What follows belongs to an exercise in optimizing a design on an open flow for small area; a production flow would make more cautious choices. Only simulation tests tie the RTL to the original design; equivalence was not proved. Power and IR drop assume default switching activity.

== main ==
==> flow/design.v (excerpt) <==
module bf_top #(
   parameter int TABLE_DEPTH  = 1024,
   parameter int EPOCH_CYCLES = 2032,
   parameter int SCRUB_BATCH  = 6
) (
   input  logic                    clk,
   input  logic                    rst,
   input  logic                    req_valid,
   input  bf_ctrl_pkg::req_kind_t  req_kind,
   input  bf_word_pkg::sram_addr_t req_hash0,
   input  bf_word_pkg::sram_addr_t req_hash1,
   output logic                    req_ready,
   output logic                    sram_rd_req,
   output bf_word_pkg::sram_addr_t sram_rd_addr,
   input  bf_word_pkg::sram_word_t sram_rd_data,
   input  logic                    sram_rd_vld,
   output logic                    sram_wr_req,
   output bf_word_pkg::sram_addr_t sram_wr_addr,
   output bf_word_pkg::sram_word_t sram_wr_data
);
Size: about 1,700 cells after synthesis, about 21,000 µm² of cells after synthesis.
==> module epoch_timer, before the edit <==
module epoch_timer (
   input  logic                clk,
   input  logic                rst,
   output bf_word_pkg::epoch_t epoch
);
   localparam logic [10:0] START = 11'h001;
   localparam logic [10:0] LAST  = 11'h6ea;
   logic [10:0] lfsr;
   logic        last;
   assign last = (lfsr == LAST);
   always_ff @(posedge clk) begin
      if (rst || last)
         lfsr <= START;
      else
         lfsr <= {lfsr[9:0], lfsr[10] ^ lfsr[8]};
   end
   always_ff @(posedge clk) begin
      if (rst)
         epoch <= '0;
      else if (last)
         epoch <= epoch + 1'b1;
   end
endmodule
==> module bf_top, before the edit <==
module bf_top #(
   parameter int TABLE_DEPTH  = 1024,
   parameter int EPOCH_CYCLES = 2032,
   parameter int SCRUB_BATCH  = 6
) (
   input  logic                    clk,
   input  logic                    rst,
   input  logic                    req_valid,
   input  bf_ctrl_pkg::req_kind_t  req_kind,
   input  bf_word_pkg::sram_addr_t req_hash0,
   input  bf_word_pkg::sram_addr_t req_hash1,
   output logic                    req_ready,
   output logic                    sram_rd_req,
   output bf_word_pkg::sram_addr_t sram_rd_addr,
   input  bf_word_pkg::sram_word_t sram_rd_data,
   input  logic                    sram_rd_vld,
   output logic                    sram_wr_req,
   output bf_word_pkg::sram_addr_t sram_wr_addr,
   output bf_word_pkg::sram_word_t sram_wr_data
);
   logic [7:0]  epoch;
   logic [7:0]  epoch_q;      
   logic        req_empty;
   logic        req_pop;
   logic        head_adv;
   logic        head_kind;
   logic        hsel;
   logic [18:0] req_addr;
   logic        take, do_op, addr_is_req;
   logic [9:0]  scrub_addr;
   logic [18:0] addr;
   logic [7:0]  age_in;
   logic [3:0]  code_in;
   logic [52:0] dl [1:4];
   logic [4:1]  pend;
   logic [4:1]  sel;
   logic [52:0] word;
   logic [3:0]  age;
   logic [47:0] result;
   logic [47:0] wr_vec;
   epoch_timer u_timer (
      .clk   (clk),
      .rst   (rst),
      .epoch (epoch)
   );
   small_fifo req_queue (
      .clk      (clk),
      .rst      (rst),
      .din      ({req_kind, req_hash1, req_hash0}),
      .wr_en    (req_valid),
      .rd_en    (req_pop),
      .head_adv (head_adv),
      .hsel     (hsel),
      .addr     (req_addr),
      .kind     (head_kind),
      .empty    (req_empty),
      .ready    (req_ready)
   );
   bf_engine u_engine (
      .clk         (clk),
      .rst         (rst),
      .req_empty   (req_empty),
      .data_avail  (pend != 4'd0),
      .take        (take),
      .do_op       (do_op),
      .req_pop     (req_pop),
      .head_adv    (head_adv),
      .hsel        (hsel),
      .sram_rd_req (sram_rd_req),
      .sram_wr_req (sram_wr_req),
      .addr_is_req (addr_is_req),
      .scrub_addr  (scrub_addr)
   );
   assign sel[4] = pend[4];
   assign sel[3] = pend[3] && !pend[4];
   assign sel[2] = pend[2] && pend[4:3] == 2'd0;
   assign sel[1] = pend[4:2] == 3'd0;
   assign word   = sel[4] ? dl[4] : sel[3] ? dl[3] : sel[2] ? dl[2] : dl[1];
   assign age_in  = epoch - sram_rd_data[23:16];
   assign code_in = (age_in < 8'd12) ? age_in[3:0] : (age_in == 8'hff) ? 4'hf : 4'hc;
   always_ff @(posedge clk) begin
      dl[1] <= {sram_rd_data[71:24], code_in, epoch[0]};
      dl[2] <= dl[1];
      dl[3] <= dl[2];
      dl[4] <= dl[3];
   end
   always_ff @(posedge clk) begin
      if (rst) begin
         pend <= '0;
      end else begin
         pend[1] <= sram_rd_vld;
         pend[2] <= pend[1] && !(take && sel[1]);
         pend[3] <= pend[2] && !(take && sel[2]);
         pend[4] <= pend[3] && !(take && sel[3]);
      end
   end
   assign age = word[4:1] + {3'd0, word[0] ^ epoch[0]};
   bucket_update u_update (
      .vec    (word[52:5]),
      .age    (age),
      .clr    (age[3] && age[2]),
      .do_op  (do_op),
      .kind   (head_kind),
      .result (result)
   );
   always_ff @(posedge clk) begin
      wr_vec  <= result;
      epoch_q <= epoch;
   end
   assign addr         = addr_is_req ? req_addr : {9'd0, scrub_addr};
   assign sram_rd_addr = addr;
   assign sram_wr_addr = addr;
   assign sram_wr_data = {wr_vec, epoch_q, addr[15:0]};
endmodule
==> flow/config.mk <==
export PLATFORM = sky130hd
export DESIGN_NAME = bf_top
export DESIGN_NICKNAME = bf_top
export VERILOG_FILES = /design/flow/design.v
export SDC_FILE = /design/flow/constraint.sdc
export NUM_CORES = 4
export LEC_CHECK = 0
export CAP_MARGIN = 20
export CORE_MARGIN = 2
export CORE_UTILIZATION = 70
export SLEW_MARGIN = 20
==> flow/constraint.sdc <==
create_clock -name core_clock -period 10.0 [get_ports {clk}]
set_input_delay 2.0000 -clock core_clock [delete_from_list [all_inputs] [get_ports {clk}]]
set_output_delay 2.0000 -clock core_clock [all_outputs]
set_load 0.01 [all_outputs]
standard.sh (not shown) runs the stock make flow with config.mk's settings and CLKGATE_MAP_FILE= SYNTH_SCRIPT=/design/flow/synth_recipe.tcl, a recipe that flattens the netlist after the stock synthesis.
==> flow/flow/run.sh <==
#!/bin/bash
# Own layout flow: the standard layout (standard.sh, all steps), with
# three changes:
#  - synthesis runs the standard flow's own script (synth_recipe.tcl) unchanged except that
#    ABC maps the logic with an area-oriented script (flow/abc_area.script)
#    in place of ORFS's speed script; the registers are mapped as before;
#  - the port buffers that global placement inserts use the smallest buffer,
#    sky130_fd_sc_hd__buf_1 (ORFS variable BUFFER_PORTS_ARGS);
#  - clock tree synthesis inserts no dummy loads, uses clkbuf_8 and clusters
#    of at most 16 sinks within 50 um (ORFS variable CTS_ARGS).
# make's full output goes to standard.log here; ORFS's per-step logs are in
# orfs/logs/.
set -euo pipefail
here=$(pwd)
{
  cat <<'TCL'
# synth_recipe.tcl with ABC's -script replaced by $::env(MY_ABC_SCRIPT)
proc abc {args} {
  set i [lsearch -exact $args -script]
  if { $i >= 0 } {
    set args [lreplace $args $i [expr {$i + 1}] -script $::env(MY_ABC_SCRIPT)]
  }
  yosys abc {*}$args
}
TCL
  cat "$here/synth_recipe.tcl"
} > "$here/my_synth.tcl"
export MY_ABC_SCRIPT="$here/flow/abc_area.script"
export BUFFER_PORTS_ARGS="-buffer_cell sky130_fd_sc_hd__buf_1"
export CTS_ARGS="-sink_clustering_enable -repair_clock_nets -dont_use_dummy_load -buf_list sky130_fd_sc_hd__clkbuf_8 -sink_clustering_size 16 -sink_clustering_max_diameter 50"
bash standard.sh "SYNTH_SCRIPT=$here/my_synth.tcl" finish > standard.log 2>&1
==> flow/flow/abc_area.script <==
strash
&get -n
&deepsyn -T 60
&put
dch -f
map -a
strash
dch -f
map -a
topo
The inputs of the feature branch differ from those of main as listed below.
-- flow/design.v --
<<< main, line 30
   input  logic                clk,
   input  logic                rst,
   output bf_word_pkg::epoch_t epoch
);
   localparam logic [10:0] START = 11'h001;
   localparam logic [10:0] LAST  = 11'h6ea;
   logic [10:0] lfsr;
   logic        last;
   assign last = (lfsr == LAST);
>>> the feature branch, line 30
   input  logic                clk,
   input  logic                rst,
   output bf_word_pkg::epoch_t epoch,
   output logic [10:0]         lfsr
);
   localparam logic [10:0] START = 11'h001;
   localparam logic [10:0] LAST  = 11'h6ea;
   logic        last;
   assign last = (lfsr == LAST);
<<< main, line 265
);
   logic [7:0]  epoch;
   logic [7:0]  epoch_q;      
   logic        req_empty;
   logic        req_pop;
>>> the feature branch, line 265
);
   logic [7:0]  epoch;
   logic [10:0] lfsr;
   logic [7:0]  epoch_q;      
   logic [3:0]  since;        
   logic        req_empty;
   logic        req_pop;
<<< main, line 277
   logic [7:0]  age_in;
   logic [3:0]  code_in;
   logic [52:0] dl [1:4];
   logic [4:1]  pend;
   logic [4:1]  sel;
   logic [52:0] word;
   logic [3:0]  age;
   logic [47:0] result;
>>> the feature branch, line 279
   logic [7:0]  age_in;
   logic [3:0]  code_in;
   logic [51:0] dl [1:4];
   logic [4:1]  pend;
   logic [4:1]  sel;
   logic [51:0] word;
   logic [3:0]  age;
   logic [47:0] result;
<<< main, line 287
      .clk   (clk),
      .rst   (rst),
      .epoch (epoch)
   );
   small_fifo req_queue (
      .clk      (clk),
>>> the feature branch, line 289
      .clk   (clk),
      .rst   (rst),
      .epoch (epoch),
      .lfsr  (lfsr)
   );
   assign since[0] = lfsr == 11'd1;
   assign since[1] = since[0] || lfsr == 11'd2;
   assign since[2] = since[1] || lfsr == 11'd4;
   assign since[3] = since[2] || lfsr == 11'd8;
   small_fifo req_queue (
      .clk      (clk),
<<< main, line 325
   assign code_in = (age_in < 8'd12) ? age_in[3:0] : (age_in == 8'hff) ? 4'hf : 4'hc;
   always_ff @(posedge clk) begin
      dl[1] <= {sram_rd_data[71:24], code_in, epoch[0]};
      dl[2] <= dl[1];
      dl[3] <= dl[2];
>>> the feature branch, line 332
   assign code_in = (age_in < 8'd12) ? age_in[3:0] : (age_in == 8'hff) ? 4'hf : 4'hc;
   always_ff @(posedge clk) begin
      dl[1] <= {sram_rd_data[71:24], code_in};
      dl[2] <= dl[1];
      dl[3] <= dl[2];
<<< main, line 340
      end
   end
   assign age = word[4:1] + {3'd0, word[0] ^ epoch[0]};
   bucket_update u_update (
      .vec    (word[52:5]),
      .age    (age),
      .clr    (age[3] && age[2]),
>>> the feature branch, line 347
      end
   end
   assign age = word[3:0] + {3'd0, (sel & since) != 4'd0};
   bucket_update u_update (
      .vec    (word[51:4]),
      .age    (age),
      .clr    (age[3] && age[2]),
==> results.txt <==
Going from main to the feature branch, number of nets produced by synthesis rose by about 1.4%, final critical-path setup slack went up.
For main, the worst setup path startpoint was pend[3], unlike the feature branch, where it was pend[2].
Per the comparison of the feature branch with main, sequential share of layout area went down by 0.25 points; first-pass iteration count of the detailed router was more or less identical; critical path depth went up by 1; synthesized area was more or less identical.
On sequential power, the feature branch tracks main almost exactly.

-- afterwards: timing with drivers on the ports --
The flow's constraints put no driver on any port. The routed layouts listed below were extracted and timed again, unchanged, in two steps. Step 1, drivers: a clkbuf_16 drives clk and a buf_2 each remaining input, both assumed. Step 2 moves the port delays by t, midway between the first and last clock arrival at a register: inputs arrive t later, outputs are due t later. That takes back most of the time a late clock gives input paths. a / b / c = no drivers / after step 1 / after step 2; a / b = the first two.
run | t (ns) | setup slack, ns | worst setup path at the end
main | 0.631 | 3.021 / 3.021 / 3.021 | register to register
the feature branch | 0.629 | 3.466 / 3.466 / 3.466 | register to register
After both steps every run listed still meets setup and hold.
